This design comes from an exercise in tuning for small area, a short achievable clock period and few clock cycles per item on the open sky130 flow, not from production work. Function was checked by simulation only, so behaviour that the tests miss may differ from the original. Power and IR drop assume default switching activity.

==> trial 78 <==
## break_edge_histogram
module break_edge_histogram
#(
   parameter int MAX_EDGES = 16,
   parameter int AGE_LIMIT = 2000
) (
   input  wire logic                    clock,
   input  wire logic                    reset,
   input  wire logic                    psel,
   input  wire logic                    penable,
   input  wire logic                    pwrite,
   input  wire logic [PADDR_W-1:0]      paddr,
   input  wire logic [PDATA_W-1:0]      pwdata,
   output logic      [PDATA_W-1:0]      prdata,
   output logic                         pready,
   input  wire logic                    req_valid,
   output logic                         req_ready,
   input  wire logic [1:0]              req_type,
   input  wire logic [SLOT_W-1:0]       req_slot,
   input  wire logic [EDGE_W-1:0]       req_edge_value,
   input  wire logic [AGE_W-1:0]        req_age,
   input  wire logic                    req_age_missing,
   input  wire logic signed [CNT_W-1:0] req_count,
   output logic                         rsp_valid,
   input  wire logic                    rsp_ready,
   output logic [1:0]                   rsp_status,
   output logic [SLOT_W-1:0]            rsp_group,
   output logic signed [TOT_W-1:0]      rsp_total,
   output logic [EDGE_W-1:0]            rsp_group_lower,
   output logic [EDGE_W-1:0]            rsp_group_upper
);
   localparam int EAW = (MAX_EDGES > 1) ? $clog2(MAX_EDGES) : 1;
   localparam int NG  = MAX_EDGES + 1;
   logic [NB_W-1:0] num_breaks_ff;
   logic            csr_wr;
   logic [MAX_EDGES*EDGE_W-1:0] edges;
   logic                        edge_we;
   logic [EAW-1:0]              edge_waddr;
   logic [EDGE_W-1:0]           edge_wdata;
   logic [NG-1:0]               tot_rsel;
   logic [NG-1:0]               tot_wsel;
   logic                        tot_we;
   logic                        tot_clr;
   logic signed [TOT_W-1:0]     tot_wdata;
   logic signed [TOT_W-1:0]     tot_rdata;
   assign pready = 1'b1;
  ...
Settings: LEC_CHECK=0, CAP_MARGIN=20, CORE_MARGIN=2, CORE_UTILIZATION=55, CTS_CLUSTER_DIAMETER=100, CTS_CLUSTER_SIZE=24, SETUP_SLACK_MARGIN=3.8, SLEW_MARGIN=20, TNS_END_PERCENT=0; clock period 7.0 ns.
run.sh (not shown) runs the stock make flow with config.mk's settings and CLKGATE_MAP_FILE= SYNTH_SCRIPT=/design/flow/synth_recipe.tcl, a recipe that flattens the netlist after the stock synthesis.
==> build 68: changes against trial 78 <==
- CORE_UTILIZATION: 55 -> 40
- CTS_CLUSTER_DIAMETER: 100 -> unset
- CTS_CLUSTER_SIZE: 24 -> unset
- SETUP_SLACK_MARGIN: 3.8 -> 3.5
==> trial 49: changes against trial 78 <==
- CORE_UTILIZATION: 55 -> 65
- SETUP_SLACK_MARGIN: 3.8 -> 3.6
==> summary.md <==
| Metric | Value |
|---|---|
| DP Cell Count | 5430 |
| P_comb | 0.00152 W |
| Gr usage total | a little under two fifths |
| Max-slew headroom | between 20% and 30% |
| Slew @ Worst Pin | ~1.2 ns |
| Register-to-Register Path Depth | 17 |
| Final nets | 4490 |
| Num CTS Buffers | 59 |
| Status | finished clean |
| Clock power share | between 20 and 30% |
| Vias/cell | 7.162 |
| Row count | about 120 |
| Met2 wire length | ~90 mm |
| Crit path time final | around 4 ns |
| Largest net degree at the start of global routing | 180 |
Source of the figures above: trial 78

==> summary.md <==
| Metric | Value |
|---|---|
| Most flops, register | u_tot_mem.mem_ff |
| Slew @ Worst Pin | around 1.2 ns |
| # fillers | between 5000 and 6000 |
| Crit path time final | approximately 4.2 ns |
| Max-slew headroom | between 20% and 30% |
| Clock power share | about 27% |
| Gr usage total | a little over two fifths |
| Register-to-Register Path Depth | 30 |
| CP delay by family, top | buffers and inverters |
| Area Growth Syn to Fin | 11.92% |
| Row count | 106 |
| Vias/cell | approximately 7.6 |
| P_comb | between 0.0015 and 0.002 W |
| DP Cell Count | ~5200 |
| Largest net degree at the start of global routing | 131 |
| Num CTS Buffers | 58 |
| Status | finished clean |
| Clock-cell share | 2.686% |
Source of the figures above: trial 49

==> summary.md <==
| Metric | Value |
|---|---|
| Clock power share | 38.9% |
| Slew @ Worst Pin | around 1.4 ns |
| Num CTS Buffers | around 130 |
| DP Cell Count | a little under 6000 |
| Met2 wire length | approximately 93 mm |
| Gr usage total | 28.22% |
| Row count | 135 |
| Max-slew headroom | about a tenth |
| Final nets | around 4600 |
| Crit path time final | between 3 and 4 ns |
| Status | finished clean |
| Register-to-Register Path Depth | 15 |
Source of the figures above: build 68

Testbench counts of trial 78, summed over its fixed seeds: cycles 24,506, items 24,000.
Testbench counts of build 68, summed over its fixed seeds: cycles 24,506, items 24,000.
Testbench counts of trial 49, summed over its fixed seeds: cycles 24,506, items 24,000.

---

==> inputs of run Z <==
break_edge_histogram, a different RTL version from the one above (not shown whole).
Design break_edge_histogram, start of the top module:
module break_edge_histogram
#(
   parameter int MAX_EDGES = 16,
   parameter int AGE_LIMIT = 2000
) (
   input  wire logic                    clock,
   input  wire logic                    reset,
   input  wire logic                    psel,
   input  wire logic                    penable,
   input  wire logic                    pwrite,
   input  wire logic [PADDR_W-1:0]      paddr,
   input  wire logic [PDATA_W-1:0]      pwdata,
   output logic      [PDATA_W-1:0]      prdata,
   output logic                         pready,
   input  wire logic                    req_valid,
   output logic                         req_ready,
   input  wire logic [1:0]              req_type,
   input  wire logic [SLOT_W-1:0]       req_slot,
   input  wire logic [EDGE_W-1:0]       req_edge_value,
   input  wire logic [AGE_W-1:0]        req_age,
   input  wire logic                    req_age_missing,
   input  wire logic signed [CNT_W-1:0] req_count,
   output logic                         rsp_valid,
   input  wire logic                    rsp_ready,
   output logic [1:0]                   rsp_status,
   output logic [SLOT_W-1:0]            rsp_group,
   output logic signed [TOT_W-1:0]      rsp_total,
   output logic [EDGE_W-1:0]            rsp_group_lower,
   output logic [EDGE_W-1:0]            rsp_group_upper
);
  ...
make LEC_CHECK=0 ABC_CLOCK_PERIOD_IN_PS=3500 CAP_MARGIN=20 CORE_MARGIN=2 CORE_UTILIZATION=40 SETUP_SLACK_MARGIN=3.5 SLEW_MARGIN=20 finish   # period 7.0 ns
==> inputs of run Y, as changes to run Z <==
ABC_CLOCK_PERIOD_IN_PS = not set   (was 3500)
SETUP_SLACK_MARGIN = not set   (was 3.5)
==> notes <==
Sequential power is about the same in run Y and run Z. In synthesized area, run Z and run Y do not differ. Via count: run Z is larger than run Y (about 5.5%). Run Y finished with timing, DRC and antenna clean. Run Z passed the timing, design-rule and antenna checks. Against run Z, the cell area of run Y is smaller by about 7%. Between run Y and run Z, the lower combinational power is in run Y (gap about 25%, measured against run Z).
==> figures <==
metric                                                                 run Y           run Z
Result of the run                                             finished clean  finished clean
CTS Buf Count                                                            133             130
Final clock period utilization by the worst path                       85.7%           65.1%
Routability cong.                                                      0.940           0.957
Total number of multi-input combinational cells                        2,397           2,414
Proportion of cell area occupied by registers                          58.1%           53.9%
Non-Clock Buffer Count                                                   319             479
Pre-CTS setup slack                                                   303 ps          541 ps
Maximum number of pins on one net before global-route repair              97             131
CP Data Arrival Time                                                 6520 ps         4990 ps
Non-Filler Instances                                                   6,005           6,183
Multi-input gate area in the final layout                        0.0164 mm^2     0.0189 mm^2
Testbench counts of run Z, summed over its fixed seeds: cycles 24,024, items 24,000.
Testbench counts of run Y, summed over its fixed seeds: cycles 24,024, items 24,000.

---

==> run K <==
RTL: one of the versions met above, not the one the previous note started from.
export LEC_CHECK = 0
export CAP_MARGIN = 20
export CORE_MARGIN = 2
export CORE_UTILIZATION = 55
export CTS_CLUSTER_DIAMETER = 100
export CTS_CLUSTER_SIZE = 24
export SETUP_SLACK_MARGIN = 3.5
export SLEW_MARGIN = 20
export TNS_END_PERCENT = 0
create_clock -name core_clock -period 7.0 [get_ports {clock}]
==> inputs of run M, as changes to run K <==
CTS_CLUSTER_SIZE = 28   (was 24)
SETUP_SLACK_MARGIN = 3.8   (was 3.5)
==> run summary <==
Sw Ratio 0.252; number of buffers and inverters on the critical path 4; multi-input gate area in the final layout 0.0174 mm2; cells resized by post-CTS repair 180; proportion of final cell area spent on non-clock buffers 0.0553; result of the run complete, no violations; register fraction of the total cell area 0.601; net total in the final layout 4456; worst skew pair latency 730 ps; cell-internal power 10.6 mW; met3 capacity usage during global routing 0.0667
# the run above: run K

==> run summary <==
met3 capacity usage during global routing 0.0660; result of the run complete, no violations; cell-internal power 10.6 mW; worst skew pair latency 710 ps; net total in the final layout 4472; proportion of final cell area spent on non-clock buffers 0.0597; number of buffers and inverters on the critical path 7; register fraction of the total cell area 0.597; cells resized by post-CTS repair 207; multi-input gate area in the final layout 0.0175 mm2
# the run above: run M

Testbench counts of run K, summed over its fixed seeds: cycles 24,506, items 24,000.
Testbench counts of run M, summed over its fixed seeds: cycles 24,506, items 24,000.

afterwards: timing with drivers on the ports:
Ports are ideal in the flow. The routed layouts listed here were re-timed in OpenROAD.
Step 1 sets driving cells, clkbuf_16 on the clock port and buf_2 on the other inputs (assumed; they add their load-dependent delay and slew).
Step 2, shift: input delay + t, output delay - t, t = (earliest + latest rising clock arrival at the registers) / 2. This alone moves slack from input paths to output paths.
Slacks: no drivers / after step 1 / after step 2; pairs: no drivers / after step 1.
| run | t, ns | setup slack, ns | worst slew at a driven data input, ns |
|---|---|---|---|
| trial 78 | 0.784 | 2.990 / 2.990 / 2.314 | 0.19 |
| build 68 | 0.847 | 3.034 / 3.034 / 2.264 | 0.10 |
| trial 49 | 0.768 | 2.764 / 2.764 / 2.206 | 0.08 |
| run Z | 0.836 | 2.444 / 2.426 / 1.590 | 0.10 |
| run Y | 0.833 | 1.004 / 1.060 / 0.227 | 0.09 |
| run K | 0.786 | 2.887 / 2.887 / 2.207 | 0.17 |
| run M | 0.770 | 2.809 / 2.809 / 2.223 | 0.20 |
After both steps setup and hold are still met in every run listed. The setup slack of run Z, which loses most, moves by -0.018 ns with the drivers and by -0.854 ns with both steps.
